Source: an optimization exercise on an open RTL-to-GDS flow (aim: small area, a short achievable clock period and few clock cycles). Production flows keep margins and buffers that such runs may drop.
Only simulation tests tie the RTL to the original design; equivalence was not proved.
Power is estimated from default activity; no workload was simulated.

==> design/flow/design.v <==
package asba_pkg;
  localparam int ADC_W   = 12;
  localparam int SUM_W   = 20;
  localparam int CNT_W   = 8;
  localparam int SLOT_W  = 3;
  localparam int CHAN_W  = 3;
  localparam int UV_W    = 28;
  localparam int SCALE_W = 24;
  localparam int PROD_W  = ADC_W + SCALE_W;
  localparam int UV_SHIFT = 8;
  localparam int CFG_W   = 24;
  localparam int CFG_IDX_W = 3;
  localparam int DIV_CNT_W = 5;
  localparam logic [1:0] OP_START  = 2'd0;
  localparam logic [1:0] OP_RESULT = 2'd1;
  localparam logic [1:0] OP_STOP   = 2'd2;
  localparam logic [1:0] KIND_REQ  = 2'd0;
  localparam logic [1:0] KIND_AVG  = 2'd1;
  localparam logic [1:0] KIND_DONE = 2'd2;
  localparam logic [CFG_IDX_W-1:0] REG_SLOT_COUNT    = 3'd0;
  localparam logic [CFG_IDX_W-1:0] REG_CHANNEL_MAP   = 3'd1;
  localparam logic [CFG_IDX_W-1:0] REG_FILTER_LEN    = 3'd2;
  localparam logic [CFG_IDX_W-1:0] REG_ROUNDS_NEEDED = 3'd3;
  localparam logic [CFG_IDX_W-1:0] REG_SCALE_Q8      = 3'd4;
  localparam logic [3:0]         RST_SLOT_COUNT    = 4'd2;
  localparam logic [23:0]        RST_CHANNEL_MAP   = 24'd60;
  localparam logic [CNT_W-1:0]   RST_FILTER_LEN    = 8'd10;
  localparam logic [CNT_W-1:0]   RST_ROUNDS_NEEDED = 8'd20;
  localparam logic [SCALE_W-1:0] RST_SCALE_Q8      = 24'd156250;
  localparam logic [CNT_W-1:0] RND_MAX = 8'd255;
  typedef struct packed {
    logic [3:0]         slot_count;
    logic [23:0]        channel_map;
    logic [CNT_W-1:0]   filter_len;
    logic [CNT_W-1:0]   rounds_needed;
    logic [SCALE_W-1:0] scale_q8;
  } asba_cfg_t;
  typedef struct packed {
    logic              clear;
    logic              wr_latest;
    logic              acc;
    logic              take;
    logic              div_step;
    logic              mul;
    logic              load_out;
    logic [1:0]        kind;
    logic              last;
    logic [SLOT_W-1:0] idx;
  } asba_cmd_t;
  typedef struct packed {
    logic fire;
    logic round_short;
    logic out_free;
  } asba_sts_t;
endpackage
import asba_pkg::*;
module asba_dpath #(
  parameter int MAX_SLOTS = 8,
  parameter int CODE_BITS = 12
) (
  input  logic                          clk,
  input  logic                          rst_n,
  input  asba_pkg::asba_cfg_t           cfg,
  input  asba_pkg::asba_cmd_t           cmd,
  input  logic [asba_pkg::ADC_W-1:0]    code,
  output asba_pkg::asba_sts_t           sts,
  input  logic                          out_ready,
  output logic                          out_valid,
  output logic [1:0]                    out_kind,
  output logic [asba_pkg::SLOT_W-1:0]   out_slot,
  output logic [asba_pkg::CHAN_W-1:0]   out_chan,
  output logic [asba_pkg::ADC_W-1:0]    out_avg_code,
  output logic [asba_pkg::UV_W-1:0]     out_microvolts,
  output logic                          out_last
);
  localparam int IDX_W = (MAX_SLOTS > 1) ? $clog2(MAX_SLOTS) : 1;
  localparam int LC_W  = (CODE_BITS < ADC_W) ? CODE_BITS : ADC_W;
  logic [LC_W-1:0]  latest_r [MAX_SLOTS];
  logic [SUM_W-1:0] sum_r    [MAX_SLOTS];
  logic [CNT_W-1:0] cnt_r    [MAX_SLOTS];
  logic [CNT_W-1:0] rnd_r    [MAX_SLOTS];
  logic [IDX_W-1:0] idx;
  logic [SUM_W-1:0] quo_r, quo_nxt;
  logic [CNT_W-1:0] rem_r, rem_nxt;
  logic [CNT_W-1:0] dvs_r;
  logic [CNT_W:0]   trial;
  logic             ge;
  logic [PROD_W-1:0] prod_r;
  logic             out_valid_r;
  logic [1:0]       kind_r;
  logic [SLOT_W-1:0] slot_r;
  logic [CHAN_W-1:0] chan_r;
  logic [ADC_W-1:0] avg_r;
  logic [UV_W-1:0]  uv_r;
  logic             last_r;
  logic             is_done;
  logic             is_avg;
  assign idx = cmd.idx[IDX_W-1:0];
  assign sts.fire        = (cnt_r[idx] >= cfg.filter_len) && (cnt_r[idx] != '0);
  assign sts.round_short = rnd_r[idx] < cfg.rounds_needed;
  assign sts.out_free    = !out_valid_r || out_ready;
  always_ff @(posedge clk) begin
    if (cmd.clear) begin
      for (int i = 0; i < MAX_SLOTS; i++) begin
        latest_r[i] <= '0;
        sum_r[i]    <= '0;
        cnt_r[i]    <= '0;
        rnd_r[i]    <= '0;
      end
    end else begin
      if (cmd.wr_latest) begin
        latest_r[idx] <= code[LC_W-1:0];
      end
      if (cmd.acc) begin
        cnt_r[idx] <= cnt_r[idx] + 8'd1;
        sum_r[idx] <= sum_r[idx] + SUM_W'(latest_r[idx]);
      end
      if (cmd.take) begin
        cnt_r[idx] <= '0;
        sum_r[idx] <= '0;
        if (rnd_r[idx] != RND_MAX) begin
          rnd_r[idx] <= rnd_r[idx] + 8'd1;
        end
      end
    end
  end
  assign trial   = {rem_r, quo_r[SUM_W-1]};
  assign ge      = trial >= {1'b0, dvs_r};
  assign rem_nxt = ge ? CNT_W'(trial - {1'b0, dvs_r}) : trial[CNT_W-1:0];
  assign quo_nxt = {quo_r[SUM_W-2:0], ge};
  always_ff @(posedge clk) begin
    if (cmd.take) begin
      quo_r <= sum_r[idx];
      rem_r <= '0;
      dvs_r <= cnt_r[idx];
    end else if (cmd.div_step) begin
      quo_r <= quo_nxt;
      rem_r <= rem_nxt;
    end
    if (cmd.mul) begin
      prod_r <= PROD_W'(quo_r[ADC_W-1:0]) * PROD_W'(cfg.scale_q8);
    end
  end
  assign is_done = cmd.kind == KIND_DONE;
  assign is_avg  = cmd.kind == KIND_AVG;
  always_ff @(posedge clk) begin
    if (!rst_n) begin
      out_valid_r <= 1'b0;
    end else if (cmd.load_out) begin
      out_valid_r <= 1'b1;
    end else if (out_ready) begin
      out_valid_r <= 1'b0;
    end
  end
  always_ff @(posedge clk) begin
    if (cmd.load_out) begin
      kind_r <= cmd.kind;
      slot_r <= is_done ? '0 : cmd.idx;
      chan_r <= is_done ? '0 : cfg.channel_map[5'(cmd.idx) * 5'd3 +: CHAN_W];
      avg_r  <= is_avg ? quo_r[ADC_W-1:0] : '0;
      uv_r   <= is_avg ? prod_r[UV_SHIFT +: UV_W] : '0;
      last_r <= cmd.last;
    end
  end
  assign out_valid      = out_valid_r;
  assign out_kind       = kind_r;
  assign out_slot       = slot_r;
  assign out_chan       = chan_r;
  assign out_avg_code   = avg_r;
  assign out_microvolts = uv_r;
  assign out_last       = last_r;
endmodule
import asba_pkg::*;
module asba_ctrl #(
  parameter int MAX_SLOTS = 8
) (
  input  logic                 clk,
  input  logic                 rst_n,
  input  logic [3:0]           slot_count,
  input  logic                 in_valid,
  output logic                 in_ready,
  input  logic [1:0]           in_opcode,
  input  asba_pkg::asba_sts_t  sts,
  output asba_pkg::asba_cmd_t  cmd
);
  typedef enum logic [3:0] {
    S_IDLE, S_REQ, S_ACC, S_TEST, S_DIV, S_MUL, S_AVG, S_STEP, S_FINAL
  } state_t;
  state_t                 state_r;
  logic                   running_r;
  logic [3:0]             scan_slot_r;
  logic [SLOT_W-1:0]      walk_r;
  logic [DIV_CNT_W-1:0]   bit_cnt_r;
  logic                   all_done_r;
  logic [3:0]             n_eff;
  logic [3:0]             slot_inc;
  logic [3:0]             walk_inc;
  logic                   accept;
  assign n_eff = (slot_count == 4'd0) ? 4'd1 :
                 (slot_count > 4'(MAX_SLOTS)) ? 4'(MAX_SLOTS) : slot_count;
  assign slot_inc = scan_slot_r + 4'd1;
  assign walk_inc = {1'b0, walk_r} + 4'd1;
  assign in_ready = state_r == S_IDLE;
  assign accept   = in_valid && in_ready;
  always_comb begin
    cmd = '0;
    cmd.idx = walk_r;
    unique case (state_r)
      S_IDLE: begin
        cmd.idx = scan_slot_r[SLOT_W-1:0];
        if (accept) begin
          cmd.clear     = in_opcode == OP_START;
          cmd.wr_latest = (in_opcode == OP_RESULT) && running_r;
        end
      end
      S_REQ: begin
        cmd.idx      = scan_slot_r[SLOT_W-1:0];
        cmd.kind     = KIND_REQ;
        cmd.last     = 1'b1;
        cmd.load_out = sts.out_free;
      end
      S_ACC:  cmd.acc = 1'b1;
      S_TEST: cmd.take = sts.fire;
      S_DIV:  cmd.div_step = 1'b1;
      S_MUL:  cmd.mul = 1'b1;
      S_AVG: begin
        cmd.kind     = KIND_AVG;
        cmd.load_out = sts.out_free;
      end
      S_STEP: cmd.acc = 1'b0;
      S_FINAL: begin
        cmd.idx      = '0;
        cmd.kind     = all_done_r ? KIND_DONE : KIND_REQ;
        cmd.last     = 1'b1;
        cmd.load_out = sts.out_free;
      end
      default: cmd = '0;
    endcase
  end
  always_ff @(posedge clk) begin
    if (!rst_n) begin
      state_r     <= S_IDLE;
      running_r   <= 1'b0;
      scan_slot_r <= '0;
      walk_r      <= '0;
      bit_cnt_r   <= '0;
      all_done_r  <= 1'b0;
    end else begin
      unique case (state_r)
        S_IDLE: begin
          if (accept) begin
            unique case (in_opcode)
              OP_START: begin
                scan_slot_r <= '0;
                running_r   <= 1'b1;
                state_r     <= S_REQ;
              end
              OP_STOP: running_r <= 1'b0;
              OP_RESULT: begin
                if (running_r) begin
                  if (slot_inc < n_eff) begin
                    scan_slot_r <= slot_inc;
                    state_r     <= S_REQ;
                  end else begin
                    scan_slot_r <= '0;
                    walk_r      <= '0;
                    all_done_r  <= 1'b1;
                    state_r     <= S_ACC;
                  end
                end
              end
              default: running_r <= running_r;
            endcase
          end
        end
        S_REQ: begin
          if (sts.out_free) begin
            state_r <= S_IDLE;
          end
        end
        S_ACC: state_r <= S_TEST;
        S_TEST: begin
          bit_cnt_r <= '0;
          state_r   <= sts.fire ? S_DIV : S_STEP;
        end
        S_DIV: begin
          bit_cnt_r <= bit_cnt_r + 5'd1;
          if (bit_cnt_r == DIV_CNT_W'(SUM_W - 1)) begin
            state_r <= S_MUL;
          end
        end
        S_MUL: state_r <= S_AVG;
        S_AVG: begin
          if (sts.out_free) begin
            state_r <= S_STEP;
          end
        end
        S_STEP: begin
          if (sts.round_short) begin
            all_done_r <= 1'b0;
          end
          if (walk_inc < n_eff) begin
            walk_r  <= walk_inc[SLOT_W-1:0];
            state_r <= S_ACC;
          end else begin
            state_r <= S_FINAL;
          end
        end
        S_FINAL: begin
          if (sts.out_free) begin
            if (all_done_r) begin
              running_r <= 1'b0;
            end
            state_r <= S_IDLE;
          end
        end
        default: state_r <= S_IDLE;
      endcase
    end
  end
endmodule
import asba_pkg::*;
module adc_scan_block_averager_core #(
  parameter int MAX_SLOTS = 8,
  parameter int CODE_BITS = 12
) (
  input  logic                               clk,
  input  logic                               rst_n,
  input  logic                               in_valid,
  output logic                               in_ready,
  input  logic [1:0]                         in_opcode,
  input  logic [asba_pkg::ADC_W-1:0]         in_adc_code,
  output logic                               out_valid,
  input  logic                               out_ready,
  output logic [1:0]                         out_kind,
  output logic [asba_pkg::SLOT_W-1:0]        out_slot,
  output logic [asba_pkg::CHAN_W-1:0]        out_chan,
  output logic [asba_pkg::ADC_W-1:0]         out_avg_code,
  output logic [asba_pkg::UV_W-1:0]          out_microvolts,
  output logic                               out_last,
  input  logic                               cfg_we,
  input  logic [asba_pkg::CFG_IDX_W-1:0]     cfg_index,
  input  logic [asba_pkg::CFG_W-1:0]         cfg_wdata
);
  asba_pkg::asba_cfg_t cfg_r;
  asba_pkg::asba_cmd_t cmd;
  asba_pkg::asba_sts_t sts;
  always_ff @(posedge clk) begin
    if (!rst_n) begin
      cfg_r.slot_count    <= RST_SLOT_COUNT;
      cfg_r.channel_map   <= RST_CHANNEL_MAP;
      cfg_r.filter_len    <= RST_FILTER_LEN;
      cfg_r.rounds_needed <= RST_ROUNDS_NEEDED;
      cfg_r.scale_q8      <= RST_SCALE_Q8;
    end else if (cfg_we) begin
      unique case (cfg_index)
        REG_SLOT_COUNT:    cfg_r.slot_count    <= cfg_wdata[3:0];
        REG_CHANNEL_MAP:   cfg_r.channel_map   <= cfg_wdata[23:0];
        REG_FILTER_LEN:    cfg_r.filter_len    <= cfg_wdata[CNT_W-1:0];
        REG_ROUNDS_NEEDED: cfg_r.rounds_needed <= cfg_wdata[CNT_W-1:0];
        REG_SCALE_Q8:      cfg_r.scale_q8      <= cfg_wdata[SCALE_W-1:0];
        default:           cfg_r <= cfg_r;
      endcase
    end
  end
  asba_ctrl #(
    .MAX_SLOTS (MAX_SLOTS)
  ) u_ctrl (
    .clk        (clk),
    .rst_n      (rst_n),
    .slot_count (cfg_r.slot_count),
    .in_valid   (in_valid),
    .in_ready   (in_ready),
    .in_opcode  (in_opcode),
    .sts        (sts),
    .cmd        (cmd)
  );
  asba_dpath #(
    .MAX_SLOTS (MAX_SLOTS),
    .CODE_BITS (CODE_BITS)
  ) u_dpath (
    .clk             (clk),
    .rst_n           (rst_n),
    .cfg             (cfg_r),
    .cmd             (cmd),
    .code            (in_adc_code),
    .sts             (sts),
    .out_ready       (out_ready),
    .out_valid       (out_valid),
    .out_kind        (out_kind),
    .out_slot        (out_slot),
    .out_chan        (out_chan),
    .out_avg_code    (out_avg_code),
    .out_microvolts  (out_microvolts),
    .out_last        (out_last)
  );
endmodule
==> design/flow/run.sh <==
#!/bin/bash
# synth_recipe.tcl (not shown) runs the flow's synth.tcl, then flattens the netlist and writes it again
# the make line also repeats each setting of config.mk as NAME=value (left out here)
make -C /OpenROAD-flow-scripts/flow DESIGN_CONFIG=/design/flow/config.mk WORK_HOME=/design/flow/orfs CLKGATE_MAP_FILE= SYNTH_SCRIPT=/design/flow/synth_recipe.tcl finish
==> design/flow/config.mk <==
export PLATFORM = sky130hd
export DESIGN_NAME = adc_scan_block_averager_core
export DESIGN_NICKNAME = adc_scan_block_averager_core
export VERILOG_FILES = /design/flow/design.v
export SDC_FILE = /design/flow/constraint.sdc
export NUM_CORES = 4
export LEC_CHECK = 0
export CAP_MARGIN = 20
export CORE_MARGIN = 2
export CORE_UTILIZATION = 40
export SLEW_MARGIN = 20
==> design/flow/constraint.sdc <==
create_clock -name core_clock -period 7.0 [get_ports {clk}]
set_input_delay 1.4000 -clock core_clock [delete_from_list [all_inputs] [get_ports {clk}]]
set_output_delay 1.4000 -clock core_clock [all_outputs]
set_load 0.01 [all_outputs]
==> summary.txt <==
==> area by class of cell <==
| class | count | share of cell area (%) |
|---|---|---|
| clock inverter | 34 | 1.04 |
| multi-input combinational | 2190 | 41.8 |
| sequential | 584 | 41.2 |
| inverter | 306 | 2.85 |
| tap | 1165 | 3.62 |
| timing repair buffer | 226 | 5.00 |
| clock buffer | 83 | 4.47 |
==> synthesized netlist by cell type (all sizes together) (18+ instances only) <==
| cell | count |
|---|---|
| inv | 304 |
| o22ai | 59 |
| a211oi | 20 |
| nand3 | 80 |
| xor2 | 21 |
| nor3 | 293 |
| buf | 66 |
| and3 | 111 |
| o21ai | 102 |
| clkbuf | 165 |
| o211ai | 22 |
| fa | 221 |
| a21o | 25 |
| nor2 | 94 |
| a21oi | 111 |
| mux2 | 26 |
| nand2 | 421 |
| dfxtp | 95 |
| ha | 117 |
| edfxtp | 489 |
| and2 | 124 |
| a22oi | 45 |
| xnor2 | 31 |
| nand4 | 33 |
| mux2i | 18 |
==> metal layers <==
layer | vias to the layer above | GRT usage, % | routed length (um)
met5 | - | 0 | 27
met4 | 4 | 9.99 | 4500
met3 | 232 | 3.38 | 7060
met2 | 947 | 36.8 | 47900
met1 | 13164 | 32.7 | 45800
li1 | 11832 | - | -
==> registers in the layout, summed over array words and instances, names as in the netlist, 20 cells and up <==
register	cells
u_dpath.latest_r	96
u_dpath.quo_r	20
u_dpath.cnt_r	64
u_dpath.uv_r	28
cfg_r	68
u_dpath.prod_r	28
u_dpath.sum_r	160
u_dpath.rnd_r	64
==> worst max-delay path by stage <==
stage	slack, ns	to	cells after the start	startpoint
floorplan	0.65	u_dpath.cnt_r[5][0]$_SDFFCE_PN0P_	18	u_ctrl.state_r[1]$_SDFFE_PN0P_
global placement	0.87	u_dpath.prod_r[35]$_DFFE_PN_	20	u_dpath.quo_r[6]$_DFFE_PP_
detailed placement	0.78	u_dpath.prod_r[35]$_DFFE_PN_	20	u_dpath.quo_r[6]$_DFFE_PP_
CTS	0.76	u_dpath.prod_r[35]$_DFFE_PN_	20	u_dpath.quo_r[6]$_DFFE_PP_
global route	0.34	u_dpath.prod_r[35]$_DFFE_PN_	20	u_dpath.quo_r[6]$_DFFE_PP_
finish	0.73	u_dpath.prod_r[35]$_DFFE_PN_	20	u_dpath.quo_r[6]$_DFFE_PP_
==> metrics by stage <==
| stage | worst slack (ns) | std cells | power [W] | area [sq um] |
|---|---|---|---|---|
| 6_report | 0.728 | 4588 | 0.00906 | 40200 |
| 5_1_grt | 0.338 | 4588 | 0.00944 | 40200 |
| 4_1_cts | 0.764 | 4588 | 0.00913 | 40200 |
| 3_5_place_dp | 0.779 | 4471 | 0.00556 | 38000 |
| 3_3_place_gp | 0.869 | 4471 | 0.00554 | 38000 |
| 2_1_floorplan | 0.653 | 3311 | 0.00503 | 35400 |
==> critical path, stage by stage (launching register included) <==
cell and delay (ns):
edfxtp_1 0.86, buf_4 0.28, nand2_1 0.08, fa_1 0.57, inv_1 0.06, fa_1 0.55, fa_1 0.43, fa_1 0.49
inv_1 0.05, fa_1 0.47, inv_1 0.04, ha_1 0.40, nand4_1 0.15, nor2_1 0.16, nand2_1 0.08, o21ai_0 0.34
a21oi_1 0.12, buf_4 0.18, o21ai_0 0.35, a311oi_1 0.19, xnor2_1 0.16
==> power by group through the flow <==
stage	Clock, W	Combinational (W)	Sequential (W)
global placement	0	0.00145	0.00410
CTS	0.00364	0.00146	0.00403
detailed placement	0	0.00146	0.00410
finish	0.00358	0.00145	0.00403
global route	0.00377	0.00163	0.00404
floorplan	0	0.000927	0.00411
==> cell families after synthesis <==
| kind of cell | after synthesis | synth area share, % |
|---|---|---|
| AND/OR/NAND/NOR | 1231 | 17.3 |
| flip-flops | 584 | 46.9 |
| buffers and inverters | 537 | 6.28 |
| AO/OA/AOI/OAI | 521 | 9.96 |
| adder cells (fa/ha/maj) | 338 | 16.6 |
| XOR/XNOR | 52 | 1.29 |
| multiplexers | 48 | 1.59 |
==> results.yml <==
floorplan:
  die_area_sq_um: 90800
  initial_utilization_pct: 40.2
  core-area_sq_um: 88000
  die_y_um: 301
  die_width_um: 301
  rows: 109
  io_pins: 97
setup_path:
  r2r-end: "u_dpath.prod_r[35]$_DFFE_PN_"
  r2r_slack_ns: 0.73
  crit_arrival_ns: 6.67
  reg2reg_from: "u_dpath.quo_r[6]$_DFFE_PP_"
  critical_path_class: "register to register"
  required_ns: 7.40
  end_kind: "register"
  reg2regPathDepth: 20
  critical_path.max_fanout: 19
  worstSetupStartpointType: "register"
timing:
  finalSetupViolCount: 0
  hold_viol_final: 0
  tightestPinTransition_ns: 1.10
  skew_ns: 0.0470
  setup_tns_ns: 0
  fin_crit_sh_pct: 89.6
  whs_ns: 0.453
  slew_viol_final: 0
  fin_crit_ns: 6.27
  fmax_mhz: 159
  rsz0062_at_grt: "no"
  max_slew_margin_pct: 26.9
synth:
  synth_nets: 3695
  synth_seq_area_share_pct: 46.9
  yosysTopAreaCell: "edfxtp_1"
  ys_warn_count: 3
  synth_flop_cell: "edfxtp_1"
  synth_cell_types: 94
  yosys-top-cells-area: "edfxtp_1 (42%), fa_1 (13%), dfxtp_1 (5.4%)"
  synth_seq_cells: 584
  async_reset_ff_share_pct: 0
  synth-edff-count: 489
  netlist_area_sq_um: 35400
  synth_top_area_share_pct: 41.5
  syn-instance-count: 3311
  avgSynthCellArea_sq_um: 10.7
drt:
  avgRoutedWirePerCell_um: 23.0
  drc_errors: 0
  postRouteAntennaNets: 0
  vias: 26179
  drt_pre_antenna_iters: 5
  via_per_inst: 5.71
  drt_iter0_markers: 2576
  postRouteWirelength_um: 105000
layout:
  seqCellArea_sq_um: 16600
  final_util_pct: 45.7
  nets: 3760
  multi_input_area_sq_um: 16800
  area_growth_pct: 13.8
  antenna_cells: 0
  layout_common_cells: "edfxtp_1 (489), nand2_1 (415), inv_1 (301)"
  mostFrequentLayoutCell: "edfxtp_1"
  fill_cells: 8152
  drive_above_1_share_pct: 9.76
worst_hold_path:
  hold_path_end: "cfg_r[47]$_SDFFE_PN0P_"
  min_path_type: "register to register"
  min_from: "cfg_r[47]$_SDFFE_PN0P_"
  hold_path_depth: 2
placement:
  place_hpwl_um: 72100
  routabilityCongestion: 0.901
  io_buffers: 96
power:
  intPower_w: 0.00657
  clkPwrFrac_pct: 39.5
  seqPwrFrac_pct: 44.4
  netSwitchingFraction_pct: 27.5
  power.static_leakage_nw: 15.5
  p_per_area_nw_per_um2: 225
  combPwrFrac_pct: 16.0
  ir_worst_vdd_mv: 0.196
  p_switching_w: 0.00250
clock_tree:
  ctsHoldBuffers: 0
  cts_setup_buffers: 0
  cts_tree: "yes"
  cts_buffers: 68
  cts_resized: 0
  clockBufferDepth: 3
  cts.sinks: 584
  clk_pin_slew_worst_paths_ns: 0.07
  insertion_delay_ns: 0.65
  root_buffer: "clkbuf_16"
  cts_htree_levels: 3
global_route:
  antenna_found_initial: 3
  grt_pass1_wl_um: 162000
  grt_max_degree: 97
  track_usage_pct: 23.5
  grt_pass1_vias: 26298
  grt_overflow_total: 0
run_status:
  status: "complete, no violations"
run:
  cap_violations: 0
Testbench counts, summed over its fixed seeds: cycles 72,642.

-- separate check: timing with driven ports --
In the flow no input, the clock included, has a driving cell. The finished layout below was timed again as built, in two steps. Step 1, drivers: a clkbuf_16 drives clk and a buf_2 each remaining input, both assumed. Step 2 moves the port delays by t, midway between the first and last clock arrival at a register: inputs arrive t later, outputs are due t later. That takes back most of the time a late clock gives input paths. Slacks: ideal / step 1 / step 2; pairs: ideal / step 1.
t, ns: 0.689
slack for setup (ns): 0.728 / 0.728 / 0.728
worst hold slack (ns): 0.453 / 0.453 / 0.453
worst register clock-pin slew, ns: 0.07 / 0.07
worst slew at a driven data input, ns: 0.07
After both steps setup and hold are still met in this run. For this run, drivers alone change the setup slack by 0.000 ns; drivers and shift together by 0.000 ns.
